This design comes from an exercise in tuning for small area, a short achievable clock period and few clock cycles per item on the open sky130 flow, not from production work.
At most, simulation tests tie the RTL to the original design; equivalence was not proved.
For run 1, only the layout was checked, not whether the RTL still works.

==> flow/design.v (outline; a module is shown in full before it is edited, if it fits) <==
// module heater_pid_duty_control_unit: 3026 lines
module heater_pid_duty_control_unit (
    input  logic                                 clk,
    input  logic                                 rst_n,
    input  logic                                 cfg_we,
    input  logic [hpdc_pkg::CFG_ADDR_W-1:0]      cfg_addr,
    input  logic [hpdc_pkg::CFG_DATA_W-1:0]      cfg_wdata,
    input  logic                                 s_tvalid,
    output logic                                 s_tready,
    input  logic [hpdc_pkg::IN_DATA_W-1:0]       s_tdata,
    output logic                                 m_tvalid,
    input  logic                                 m_tready,
    output logic [hpdc_pkg::OUT_DATA_W-1:0]      m_tdata
);
  // ...
==> flow/flow/run.sh <==
#!/bin/bash
# Layout: the standard flow (standard.sh: the standard flow's synthesis and ORFS from floorplan to
# finish, at the design's clock period and constraints), with two changes in how the layout is
# made: the port buffers are buf_4 cells instead of the default delay-buffer choice, and the
# resizer's timing repair aims for 14.3 ns of setup slack at the 19 ns clock, so that it sizes the
# slowest paths as for a 4.7 ns clock. make's full output goes to standard.log; each ORFS step
# keeps its own log under orfs/logs/.
export BUFFER_PORTS_ARGS="-buffer_cell sky130_fd_sc_hd__buf_4"
export SETUP_SLACK_MARGIN=14.3
bash standard.sh > standard.log 2>&1
==> flow/standard.sh <==
#!/bin/bash
# synth_recipe.tcl (not shown) runs the flow's synth.tcl, then flattens the netlist and writes it again
# the make line also repeats each setting of config.mk as NAME=value (left out here)
make -C /OpenROAD-flow-scripts/flow DESIGN_CONFIG=/design/flow/config.mk WORK_HOME=/design/flow/orfs CLKGATE_MAP_FILE= SYNTH_SCRIPT=/design/flow/synth_recipe.tcl "${@:-finish}"
==> flow/config.mk <==
export PLATFORM = sky130hd
export DESIGN_NAME = heater_pid_duty_control_unit
export DESIGN_NICKNAME = heater_pid_duty_control_unit
export VERILOG_FILES = /design/flow/design.v
export SDC_FILE = /design/flow/constraint.sdc
export NUM_CORES = 4
export LEC_CHECK = 0
export CAP_MARGIN = 20
export CORE_MARGIN = 2
export CORE_UTILIZATION = 40
export CTS_CLUSTER_DIAMETER = 100
export CTS_CLUSTER_SIZE = 24
export SLEW_MARGIN = 20
==> flow/constraint.sdc <==
create_clock -name core_clock -period 19.0 [get_ports {clk}]
set_input_delay 3.8000 -clock core_clock [delete_from_list [all_inputs] [get_ports {clk}]]
set_output_delay 3.8000 -clock core_clock [all_outputs]
set_load 0.01 [all_outputs]
==> results.toml, run 1 <==
[detailed_routing]
highest_layer = "met5"
finalWirelength_um = 110000
wl_met2_um = 48500
m1WireLength_um = 44500
via_per_inst = 5.77
dr.pass1.iters = 6

[global_routing]
track_usage = 0.242
grt_pass1_wl_um = 165000
antenna_found_initial = 1
met1_usage = 0.329
grt_pass1_vias = 26200

[sta]
hold-worst-slack_ps = 427
slew_viol_final = 0
setup_viol = 0

[yosys]
synth_top_family_by_area = "adder cells"
seq_area_frac_synth = 0.263
synth_common_cells = "fa_1, a22oi_1, inv_1, xor2_1, nand2_1"

[clocking]
cts.sinks = 344
clkTransAtPathRegs_ps = 90
cts_buffer_depth = 3

[critical_path]
r2r-start = "bi_one[0]"
reg2reg_depth = 13
slowest_delay_ps = 530
critPathBufInv = 1
crit_end = "s_tready"

[floorplanning]
die_x_um = 298
taps = 1144

[placed_design]
routabilityCongestion = 0.951

[min_path]
hold_end = "s4_code[2]"

[cells_and_area]
area_growth_pct = 11.4
design_area_mm2 = 0.0386
regArea_mm2 = 0.00921

[outcome]
outcome = "no timing/DRC/antenna violations"
==> inputs of run 2 (changes only) <==
--- a/flow/design.v
+++ b/flow/design.v
@@ -75,39 +75,24 @@
         for (int j = 0; j < 9; j++)
         begin
             one[j] = gx[2*j+1] ^ gx[2*j];
             two[j] = (gx[2*j+2] & ~gx[2*j+1] & ~gx[2*j]) | (~gx[2*j+2] & gx[2*j+1] & gx[2*j]);
             neg[j] = gx[2*j+2] & ~(gx[2*j+1] & gx[2*j]);
         end
         booth_enc = {neg, two, one};
     endfunction
-    logic        cfg_we_r;
-    logic [2:0]  cfg_addr_r;
-    logic [15:0] cfg_wdata_r;
-    always_ff @(posedge clk or negedge rst_n)
-    begin
-        if (!rst_n)
-            cfg_we_r <= 1'b0;
-        else
-            cfg_we_r <= cfg_we;
-    end
-    always_ff @(posedge clk)
-    begin
-        cfg_addr_r  <= cfg_addr;
-        cfg_wdata_r <= cfg_wdata;
-    end
     logic [26:0] enc_w;
     logic [15:7] ge_w;
-    assign enc_w = booth_enc(cfg_wdata_r);
+    assign enc_w = booth_enc(cfg_wdata);
     genvar gi;
     generate
         for (gi = 7; gi < 16; gi = gi + 1)
         begin : g_ge
-            assign ge_w[gi] = |cfg_wdata_r[15:gi];
+            assign ge_w[gi] = |cfg_wdata[15:gi];
         end
     endgenerate
     always_ff @(posedge clk or negedge rst_n)
     begin
         if (!rst_n)
         begin
             target_reg    <= 12'd0;
             target_on_reg <= 1'b0;
@@ -115,79 +100,72 @@
             {bi_neg, bi_two, bi_one} <= booth_enc(16'd77);
             {bd_neg, bd_two, bd_one} <= booth_enc(16'd5120);
             ki_ge         <= 9'd0;
             floor_reg     <= 7'd2;
             ceil_reg      <= 7'd100;
             below_reg     <= 12'd320;
             above_reg     <= 12'd16;
         end
-        else if (cfg_we_r)
+        else if (cfg_we)
         begin
-            case (cfg_addr_r)
-                3'd0: begin target_reg <= cfg_wdata_r[11:0]; target_on_reg <= |cfg_wdata_r[11:0]; end
+            case (cfg_addr)
+                3'd0: begin target_reg <= cfg_wdata[11:0]; target_on_reg <= |cfg_wdata[11:0]; end
                 3'd1: {bp_neg, bp_two, bp_one} <= enc_w;
                 3'd2: begin {bi_neg, bi_two, bi_one} <= enc_w; ki_ge <= ge_w; end
                 3'd3: {bd_neg, bd_two, bd_one} <= enc_w;
-                3'd4: floor_reg  <= (cfg_wdata_r[6:0] > 7'd100) ? 7'd100 : cfg_wdata_r[6:0];
-                3'd5: ceil_reg   <= (cfg_wdata_r[6:0] > 7'd100) ? 7'd100 : cfg_wdata_r[6:0];
-                3'd6: below_reg  <= cfg_wdata_r[11:0];
-                default: above_reg <= cfg_wdata_r[11:0];
+                3'd4: floor_reg  <= (cfg_wdata[6:0] > 7'd100) ? 7'd100 : cfg_wdata[6:0];
+                3'd5: ceil_reg   <= (cfg_wdata[6:0] > 7'd100) ? 7'd100 : cfg_wdata[6:0];
+                3'd6: below_reg  <= cfg_wdata[11:0];
+                default: above_reg <= cfg_wdata[11:0];
             endcase
         end
     end
     logic en;
     logic v0, v1, v2, v3;
-    logic o_valid, k_valid;
+    logic o_valid, o_empty, k_valid;
     logic [10:0] o_data, k_data, x_data;
-    logic x_valid, take;
+    logic x_valid, take, o_next, k_next;
     logic ready_reg;
     assign en       = !k_valid;
     assign s_tready = ready_reg;
     assign m_tvalid = o_valid;
     assign m_tdata  = {4'd0, o_data[10:7], o_data[10], o_data[6:0]};
     assign x_valid  = en && v3;
-    assign take     = o_valid && m_tready;
+    assign take     = !o_empty && m_tready;
+    assign k_next   = k_valid ? !take : (x_valid && !o_empty && !m_tready);
+    assign o_next   = k_valid || x_valid || (!o_empty && !m_tready);
     always_ff @(posedge clk or negedge rst_n)
     begin
         if (!rst_n)
         begin
             v0 <= 1'b0; v1 <= 1'b0; v2 <= 1'b0; v3 <= 1'b0;
-            o_valid <= 1'b0;
-            k_valid <= 1'b0;
-            ready_reg <= 1'b1;
+            o_valid   <= 1'b0;
+            o_empty   <= 1'b1;
+            k_valid   <= 1'b0;
+            ready_reg <= 1'b0;
         end
         else
         begin
             if (en)
             begin
-                v0 <= s_tvalid;
+                v0 <= s_tvalid && ready_reg;
                 v1 <= v0; v2 <= v1; v3 <= v2;
             end
-            if (k_valid)
-            begin
-                k_valid   <= !take;
-                ready_reg <= take;
-            end
-            else
-            begin
-                k_valid   <= x_valid && o_valid && !m_tready;
-                ready_reg <= !(x_valid && o_valid && !m_tready);
-            end
-            if (!k_valid && x_valid)
-                o_valid <= 1'b1;
-            else if (!k_valid && take)
-                o_valid <= 1'b0;
+            k_valid   <= k_next;
+            ready_reg <= !k_next;
+            o_valid   <= o_next;
+            o_empty   <= !o_next;
         end
     end
     always_ff @(posedge clk)
     begin
         if (en)
             k_data <= x_data;
-        if (k_valid ? take : (x_valid && (!o_valid || m_tready)))
+        if (k_valid ? take : (x_valid && (o_empty || m_tready)))
             o_data <= k_valid ? k_data : x_data;
     end
     logic [14:0] t0;
     always_ff @(posedge clk)
     begin
         if (en)
             t0 <= s_tdata[14:0];
     end
==> flow/flow/run.sh (replaced) <==
#!/bin/bash
# Layout: the standard flow (standard.sh: the standard flow's synthesis and ORFS from floorplan to
# finish, at the design's clock period and constraints), with two changes in how the layout is
# made: the port buffers are buf_4 cells instead of the default delay-buffer choice, and the
# resizer's timing repair aims for 14.1 ns of setup slack at the 19 ns clock, so that it sizes the
# slowest paths as for a 4.9 ns clock. make's full output goes to standard.log; each ORFS step
# keeps its own log under orfs/logs/.
export BUFFER_PORTS_ARGS="-buffer_cell sky130_fd_sc_hd__buf_4"
export SETUP_SLACK_MARGIN=14.1
bash standard.sh > standard.log 2>&1
==> results.toml, run 2 <==
[outcome]
outcome = "no timing/DRC/antenna violations"

[yosys]
synth_cell_types = 81
synth_top_family_by_area = "adder cells"
synthFlopType = "dfrtp_1"
seq_area_frac_synth = 0.255
synthArstFlopShare = 0.582
ys_seq_elements = 325
synth-xor-area-share = 0.124
netlist_area_mm2 = 0.0342
syn_inst = 3406
synth_common_cells = "fa_1, a22oi_1, inv_1, xor2_1, clkbuf_1"
synth_compound_area_frac = 0.154
yosysTopAreaCellShare = 0.246
synthTopCellsByArea = "fa_1, dfrtp_1, edfxtp_1"
synth.mux.area_fraction = 0.0190
synth_adder_area_share = 0.301
synth.avg_cell_area_um2 = 10.1
yosys.cell_count.top_type = "fa_1"
synth_top_cell_by_area = "fa_1"
synth_edf_count = 125
ys_warn_count = 1
yosys.area_share.simple = 0.0731

[sta]
rsz0062_at_grt = "true"
skew_ps = 45.3
hold-worst-slack_ps = 420
fin_crit_sh = 0.262
hold_viol = 0
finalSetupTns_ps = 0
period_needed_ps = 4970
max_freq_ghz = 0.201
tightestPinTransition_ps = 1180
setup_viol = 0
slew_viol_final = 0
relSlewSlack = 0.213

[critical_path]
crit_family = "flip-flops"
critPathBufInv = 1
path_class = "flip-flop to output port"
cp-start-kind = "flip-flop"
critical_path.cell_chain = "buf_4"
slowest_delay_ps = 410
cp_slowest_cell = "edfxtp_1"
endpoint_kind = "output port"
cp_data_required_time_ps = 15200
worstPathMaxFanout = 2
crit_arrival_ps = 1170

[floorplanning]
die_h_um = 297
core_mm2 = 0.0850
die_x_um = 297
pin_count = 58
initial_core_util = 0.403
dieArea_mm2 = 0.0879
rows = 107

[clocking]
clkTransAtPathRegs_ps = 100
cts.sinks = 325
numCtsBuffers = 19
cts_root_buffer = "clkbuf_16"
cts_hold_buf = 0
cts_tree = "done"
cts_buffer_depth = 3
clk-insertion-delay-late_ps = 600
htree_levels = 1

[detailed_routing]
drcViolationCount = 0
via_per_inst = 5.72
detail-route-antenna-nets = 0
drt_iter0_markers = 2910
finalWirelength_um = 108000
avgRoutedWirePerCell_um = 24.1
dr.pass1.iters = 7
vias = 25500

[global_routing]
track_usage = 0.248
grt_pass1_vias = 26300
overflow = 0
grt_pass1_wl_um = 164000
antenna_found_initial = 0
grt_max_degree = 72

[placed_design]
placed_cells = 4399
routabilityCongestion = 0.973
io_buffers = 52
hpwl_um = 75800

[min_path]
hp-class = "flip-flop to flip-flop"

[flow_run]
cap_viol_max_count = 0

[cells_and_area]
antenna_cells = 0
fin_cells = 4467
area_growth_pct = 7.21
layout_common_cells = "fa_1, a22oi_1, inv_1"
final_common_cell = "fa_1"
nNetsFinal = 3920
layout-drive-gt1-share = 0.0963
## run 2: cell count changes in the layout (fill, tap and decap cells not counted), sizes merged, moves of 8 or more
cell and delta:
dfxtp -19, nor2 -12, o31ai +9, buf -70
o2bb2ai -13, o22ai -8, o22a +12, o21ai +14
a21oi -9, nand3 -11
## run 2: repair_timing
action,4_1_cts,5_1_grt
setup endpoints to repair,124,117
resized for setup,39,36
setup buffers,21,12
gates cloned,1,0
pin swaps,1,2
## run 2: area by class of cell
| cell class | instances | area (um^2) |
|---|---|---|
| fillers | 8170 | 48300 |
| clock inverters | 6 | 72.6 |
| inverters | 377 | 1430 |
| multi-input cells | 2420 | 23000 |
| flip-flops and latches | 325 | 8800 |
| clock buffers | 28 | 531 |
| well taps | 1144 | 1430 |
| repair buffers | 167 | 1410 |
## run 2: per-stage QoR
step | util | worst slack, ps | cell area [um^2]
2_1_floorplan | - | 14120 | 34300
4_1_cts | 0.429 | 14010 | 36500
3_5_place_dp | 0.419 | 12880 | 35600
5_1_grt | 0.432 | 14000 | 36700
3_3_place_gp | 0.419 | 12890 | 35600
6_report | 0.432 | 14030 | 36700
## run 2: worst paths after layout
path	endpoint	startpoint	cells after the start	slack, ps
setup / recovery	m_tdata[11]	o_data[10]	1	14030
hold / removal	s3_code[2]	s2_code[2]	0	420
setup reg to reg	r3_b[16]	last_err_reg[11]	13	14160
hold reg to reg	s3_code[2]	s2_code[2]	0	420
max in group asynchronous	bd_neg[5]	rst_n	3	14380
min in group asynchronous	target_reg[7]	rst_n	1	3140
## run 2: cell families (layout without fill, tap and decap cells)
group / Yosys count / in the layout
adders and majority gates: 570 / 570
AOI/OAI and AO/OA: 756 / 756
other: 1 / 4
xor gates and xnor gates: 485 / 485
muxes: 60 / 60
DFF: 325 / 325
buffers and inverters: 665 / 578
and+or+nand+nor: 544 / 545
## run 2: routing by layer
metal / part of all wire / vias to the layer above / track usage
met4: 0.050 / 0 / 0.104
met2: 0.44 / 1376 / 0.380
li1: - / 11200 / -
met3: 0.10 / 299 / 0.0602
met5: 0 / - / 0
met1: 0.41 / 12700 / 0.335
Testbench counts of run 2, summed over its fixed seeds: cycles 24,040, items 24,000.
==> inputs of run 3 (changes only) <==
==> flow/flow/run.sh (replaced) <==
#!/bin/bash
# Layout: the standard flow (standard.sh: the standard flow's synthesis and ORFS from floorplan to
# finish, at the design's clock period and constraints), with two changes in how the layout is
# made: the port buffers are buf_4 cells instead of the default delay-buffer choice, and the
# resizer's timing repair aims for 14 ns of setup slack at the 19 ns clock, so that it sizes the
# slowest paths as for a 5 ns clock. make's full output goes to standard.log; each ORFS step
# keeps its own log under orfs/logs/.
export BUFFER_PORTS_ARGS="-buffer_cell sky130_fd_sc_hd__buf_4"
export SETUP_SLACK_MARGIN=14.0
bash standard.sh > standard.log 2>&1
==> results.toml, run 3 <==
[cells_and_area]
utilization = 0.429
nNetsFinal = 3904
fillerInstances = 8181
layout-drive-gt1-share = 0.0874
final_common_cell = "fa_1"
area_growth_pct = 6.53
design_area_mm2 = 0.0365
layout_common_cells = "fa_1, a22oi_1, inv_1"
antenna_cells = 0

[detailed_routing]
finalWirelength_um = 107000
avgRoutedWirePerCell_um = 24.1
detail-route-antenna-nets = 0
vias = 25500
dr.pass1.iters = 6
via_per_inst = 5.72
drt_iter0_markers = 3036
drcViolationCount = 0

[sta]
hold_viol = 0
skew_ps = 23.3
tightestPinTransition_ps = 1150
fin_crit_sh = 0.260
setup_viol = 0
relSlewSlack = 0.233
rsz0062_at_grt = "true"
layout_setup_ws_ps = 14060
max_freq_ghz = 0.203
slew_viol_final = 0
finalSetupTns_ps = 0
period_needed_ps = 4940

[clocking]
htree_levels = 1
clk-insertion-delay-late_ps = 580
numCtsBuffers = 19
cts.sinks = 325
cts_buffer_depth = 3
cts_tree = "done"
clkTransAtPathRegs_ps = 100
cts_root_buffer = "clkbuf_16"

[critical_path]
cp-start-kind = "flip-flop"
reg2reg_slack_ps = 14100
path_class = "flip-flop to output port"
cp_slowest_cell = "edfxtp_1"
worstPathMaxFanout = 2
slowest_delay_ps = 400
critical_path.cell_chain = "buf_4"
crit_arrival_ps = 1140
r2r_end = "r3_b[16]"
cp_data_required_time_ps = 15200
critPathBufInv = 1
r2r-start = "last_err_reg[7]"
endpoint_kind = "output port"
crit_family = "flip-flops"
reg2reg_depth = 11

[global_routing]
grt_max_degree = 78
overflow = 0
grt_pass1_vias = 25900
antenna_found_initial = 0
grt_pass1_wl_um = 164000
track_usage = 0.248

[placed_design]
post_dp_cell_area_mm2 = 0.0356
pre_cts_ws_ps = 13500
routabilityCongestion = 0.961
io_buffers = 52
hpwl_um = 75700

[floorplanning]
initial_core_util = 0.403
pin_count = 58
core_mm2 = 0.0850
rows = 107
die_h_um = 297
die_x_um = 297
dieArea_mm2 = 0.0879

[yosys]
seq_area_frac_synth = 0.255
synth_cell_types = 81
ys_warn_count = 1
synth_top_cell_by_area = "fa_1"
yosys.cell_count.top_type = "fa_1"
syn_inst = 3406
synthTopCellsByArea = "fa_1, dfrtp_1, edfxtp_1"
yosysTopAreaCellShare = 0.246
synth.avg_cell_area_um2 = 10.1
synthFlopType = "dfrtp_1"
netlist_area_mm2 = 0.0342
synth_edf_count = 125
synth_common_cells = "fa_1, a22oi_1, inv_1, xor2_1, clkbuf_1"
ys_seq_elements = 325
synthArstFlopShare = 0.582

[min_path]
hp-class = "flip-flop to flip-flop"
worstHoldStart = "s3_code[0]"
hold_end = "s4_code[0]"
whs_path_depth = 0

[flow_run]
cap_viol_max_count = 0

[outcome]
outcome = "no timing/DRC/antenna violations"
## run 3: changes by cell type in the layout (fill, tap and decap cells not counted), sizes merged
cell	previous run	this run
clkbuf	29	28
buf	166	150
inv	382	383
## run 3: repair_timing
| item | 4_1_cts | 5_1_grt |
|---|---|---|
| resized for setup | 12 | 31 |
| pin swaps | 0 | 2 |
| setup buffers | 13 | 3 |
| hold buffers | 0 | 0 |
| gates cloned | 0 | 1 |
| endpoints found under the setup margin | 34 | 37 |
## run 3: how the worst max path moves through the flow
stage,cells after the start,start,slack (ps),to
2_1_floorplan,5,cfg_we,14010,target_reg[10]
3_3_place_gp,4,cfg_addr[2],13500,target_reg[5]
3_5_place_dp,4,cfg_addr[2],13500,target_reg[10]
4_1_cts,12,bd_two[4],14020,r3_b[18]
5_1_grt,12,bd_one[6],13990,r3_b[16]
6_report,1,o_data[10],14060,m_tdata[11]
## run 3: cell families (layout without fill, tap and decap cells)
logic type / after synthesis / count (layout) / synth area share
other: 1 / 4 / 0.000110
and+or+nand+nor: 544 / 545 / 0.0731
buffers and inverters: 665 / 562 / 0.0744
xor gates and xnor gates: 485 / 485 / 0.124
AOI/OAI and AO/OA: 756 / 756 / 0.154
adders and majority gates: 570 / 570 / 0.301
DFF: 325 / 325 / 0.255
muxes: 60 / 60 / 0.0190
## run 3: area by class of cell
cell class                      instances  area (um^2)  share of cell area
Tap cell                             1144         1430              0.0392
Inverter                              377         1430              0.0392
Clock inverter                          7         76.3             0.00209
Multi-Input combinational cell       2420        23000               0.631
Sequential cell                       325         8780               0.241
Clock buffer                           27          505              0.0139
Timing Repair Buffer                  151         1230              0.0337
## run 3: per-stage QoR
step           hold slack, ps  cells
4_1_cts                   430   4446
2_1_floorplan             400   3409
5_1_grt                   439   4451
3_3_place_gp              404   4399
3_5_place_dp              405   4399
6_report                  427   4451
## run 3: metal layers
| layer | track usage | wire length (um) | part of all wire |
|---|---|---|---|
| met1 | 0.340 | 44300 | 0.41 |
| met2 | 0.385 | 47400 | 0.44 |
| met3 | 0.0563 | 10800 | 0.10 |
| met4 | 0.0926 | 4910 | 0.046 |
| met5 | 0 | 0 | 0 |
## run 3: worst reg2reg max path, cell delays in order (launching register included)
cell and delay [ps]:
dfrtp_1 1010, a22oi_1 250, xor2_1 220, fa_1 750
fa_1 460, fa_1 510, inv_1 50, fa_1 380
fa_1 490, inv_1 50, fa_1 470, inv_1 30
==> inputs of run 4 (changes only) <==
--- a/flow/config.mk
+++ b/flow/config.mk
@@ -8,6 +8,6 @@
 export CAP_MARGIN = 20
 export CORE_MARGIN = 2
 export CORE_UTILIZATION = 40
-export CTS_CLUSTER_DIAMETER = 100
-export CTS_CLUSTER_SIZE = 24
+export CTS_CLUSTER_DIAMETER = 80
+export CTS_CLUSTER_SIZE = 20
 export SLEW_MARGIN = 20
==> results.toml, run 4 <==
[outcome]
outcome = "no timing/DRC/antenna violations"

[yosys]
ys_warn_count = 1
synthTopCellsByArea = "fa_1, dfrtp_1, edfxtp_1"
yosys.area_share.simple = 0.0731
seq_area_frac_synth = 0.255
synthArstFlopShare = 0.582
synth.mux.area_fraction = 0.0190
synthFlopType = "dfrtp_1"
synth_common_cells = "fa_1, a22oi_1, inv_1, xor2_1, clkbuf_1"
netlist_area_mm2 = 0.0342
synth_edf_count = 125
ys_seq_elements = 325
synth_compound_area_frac = 0.154
syn_inst = 3406
synth_adder_area_share = 0.301
synth.avg_cell_area_um2 = 10.1
synth-xor-area-share = 0.124
synth_top_family_by_area = "adder cells"
synth_cell_types = 81
yosys.cell_count.top_type = "fa_1"
synth_top_cell_by_area = "fa_1"
yosysTopAreaCellShare = 0.246

[critical_path]
r2r-start = "isum_reg[10]"
cp-startpoint = "o_data[10]"
slowest_delay_ps = 400
cp-start-kind = "flip-flop"
cp_data_required_time_ps = 15200
reg2reg_depth = 13
critical_path.cell_chain = "buf_4"
worstPathMaxFanout = 2
critPathBufInv = 1
path_depth = 1
cp_slowest_cell = "edfxtp_1"
endpoint_kind = "output port"
crit_arrival_ps = 1160
path_class = "flip-flop to output port"
crit_family = "flip-flops"

[global_routing]
grt_pass1_vias = 26000
overflow = 0
grt_max_degree = 78
antenna_found_initial = 0
track_usage = 0.249
grt_pass1_wl_um = 165000

[sta]
hold_viol = 0
finalSetupTns_ps = 0
max_freq_ghz = 0.202
setup_viol = 0
slew_viol_final = 0
fin_crit_sh = 0.261
rsz0062_at_grt = "true"
hold-worst-slack_ps = 424
period_needed_ps = 4960
skew_ps = 43.9
tightestPinTransition_ps = 1130
relSlewSlack = 0.247

[detailed_routing]
dr.pass1.iters = 6
vias = 25500
avgRoutedWirePerCell_um = 24.1
via_per_inst = 5.72
drt_iter0_markers = 3024
drcViolationCount = 0
detail-route-antenna-nets = 0
finalWirelength_um = 107000

[cells_and_area]
final_common_cell = "fa_1"
antenna_cells = 0
layout_common_cells = "fa_1, a22oi_1, inv_1"
fillerInstances = 8143
layout-drive-gt1-share = 0.0907
nNetsFinal = 3910
area_growth_pct = 7.28

[min_path]
worstHoldStart = "s2_code[2]"
whs_path_depth = 0
hp-class = "flip-flop to flip-flop"

[floorplanning]
die_x_um = 297
rows = 107
dieArea_mm2 = 0.0879
die_h_um = 297
core_mm2 = 0.0850
initial_core_util = 0.403
pin_count = 58

[clocking]
clkTransAtPathRegs_ps = 90
cts_root_buffer = "clkbuf_16"
cts.sinks = 325
htree_levels = 1
numCtsBuffers = 25
clk-insertion-delay-late_ps = 630
cts_tree = "done"
cts_buffer_depth = 3

[placed_design]
io_buffers = 52
hpwl_um = 75700
routabilityCongestion = 0.961

[flow_run]
cap_viol_max_count = 0
run 4: cells by family (layout without fill, tap and decap cells):
family	Yosys count	in the layout
AND/OR/NAND/NOR	544	545
XOR/XNOR	485	485
AO/OA/AOI/OAI	756	756
adder cells (fa/ha/maj)	570	570
multiplexers	60	60
flip-flops	325	325
other	1	4
buffers and inverters	665	574
run 4: final timing paths:
| check | to | slack [ps] |
|---|---|---|
| max reg2reg | r3_b[18] | 14040 |
| min in group asynchronous | target_reg[7] | 3220 |
| max | m_tdata[11] | 14040 |
| max in group asynchronous | isum_reg[11] | 14420 |
| min | s3_code[2] | 420 |
| min reg2reg | s3_code[2] | 420 |
run 4: what timing repair did:
action,in CTS,in global routing
hold buffers,0,0
endpoints found under the setup margin,35,40
pin swaps,0,2
setup buffers,13,3
gates cloned,0,1
gates resized for setup,13,31
run 4: area by class of cell:
cell class | count | area (um^2) | area share
clock buffer | 35 | 683 | 0.0186
clock inverter | 11 | 155 | 0.00422
inverter | 377 | 1430 | 0.0389
multi-input combinational | 2420 | 23000 | 0.627
tap | 1144 | 1430 | 0.0390
sequential | 325 | 8780 | 0.239
timing repair buffer | 151 | 1230 | 0.0334
run 4: through the flow:
stage               instances   util  setup slack [ps]  instance area, um^2
floorplan                3409      -             14010                34300
global placement         4399  0.419             13500                35600
detailed placement       4399  0.419             13500                35600
CTS                      4458  0.431             14000                36600
global route             4463  0.432             13990                36700
finish                   4463  0.432             14040                36700
run 4: metal layers:
metal / GRT usage / share of wire / vias up / wire length (um)
met5: 0.00776 / 0.00086 / - / 92
met4: 0.0921 / 0.043 / 2 / 4600
met3: 0.0557 / 0.099 / 271 / 10600
met2: 0.387 / 0.44 / 1346 / 47700
met1: 0.340 / 0.41 / 12700 / 44500
li1: - / - / 11200 / -

separate check: timing with driven ports:
How much do the figures lean on ideal ports? The routed layouts below were timed once more, with nothing changed but the port constraints.
Step 1 assumes that a clkbuf_16 drives the clock port and a buf_2 every other input.
Step 2 times the ports against the registers' clock, not the clock port: input delays grow and output delays shrink by t, the midpoint of the rising clock arrivals with the driver on.
Three values: ideal, step 1, step 2; two values: the first two.
run	t, ns	setup WS [ns]	clock arrival spread, ns	worst data-port slew with drivers (ns)
run 1	0.647	13.971 / 13.909 / 13.873	0.050 / 0.051	0.05
run 2	0.645	14.027 / 13.963 / 13.588	0.047 / 0.047	0.05
run 3	0.637	14.062 / 13.998 / 13.452	0.027 / 0.027	0.06
run 4	0.679	14.038 / 13.969 / 13.426	0.044 / 0.044	0.06
After both steps every run listed still meets setup and hold. For run 4, which loses most, drivers alone change the setup slack by -0.069 ns; drivers and shift together by -0.612 ns. Setup slack includes reset recovery checks.
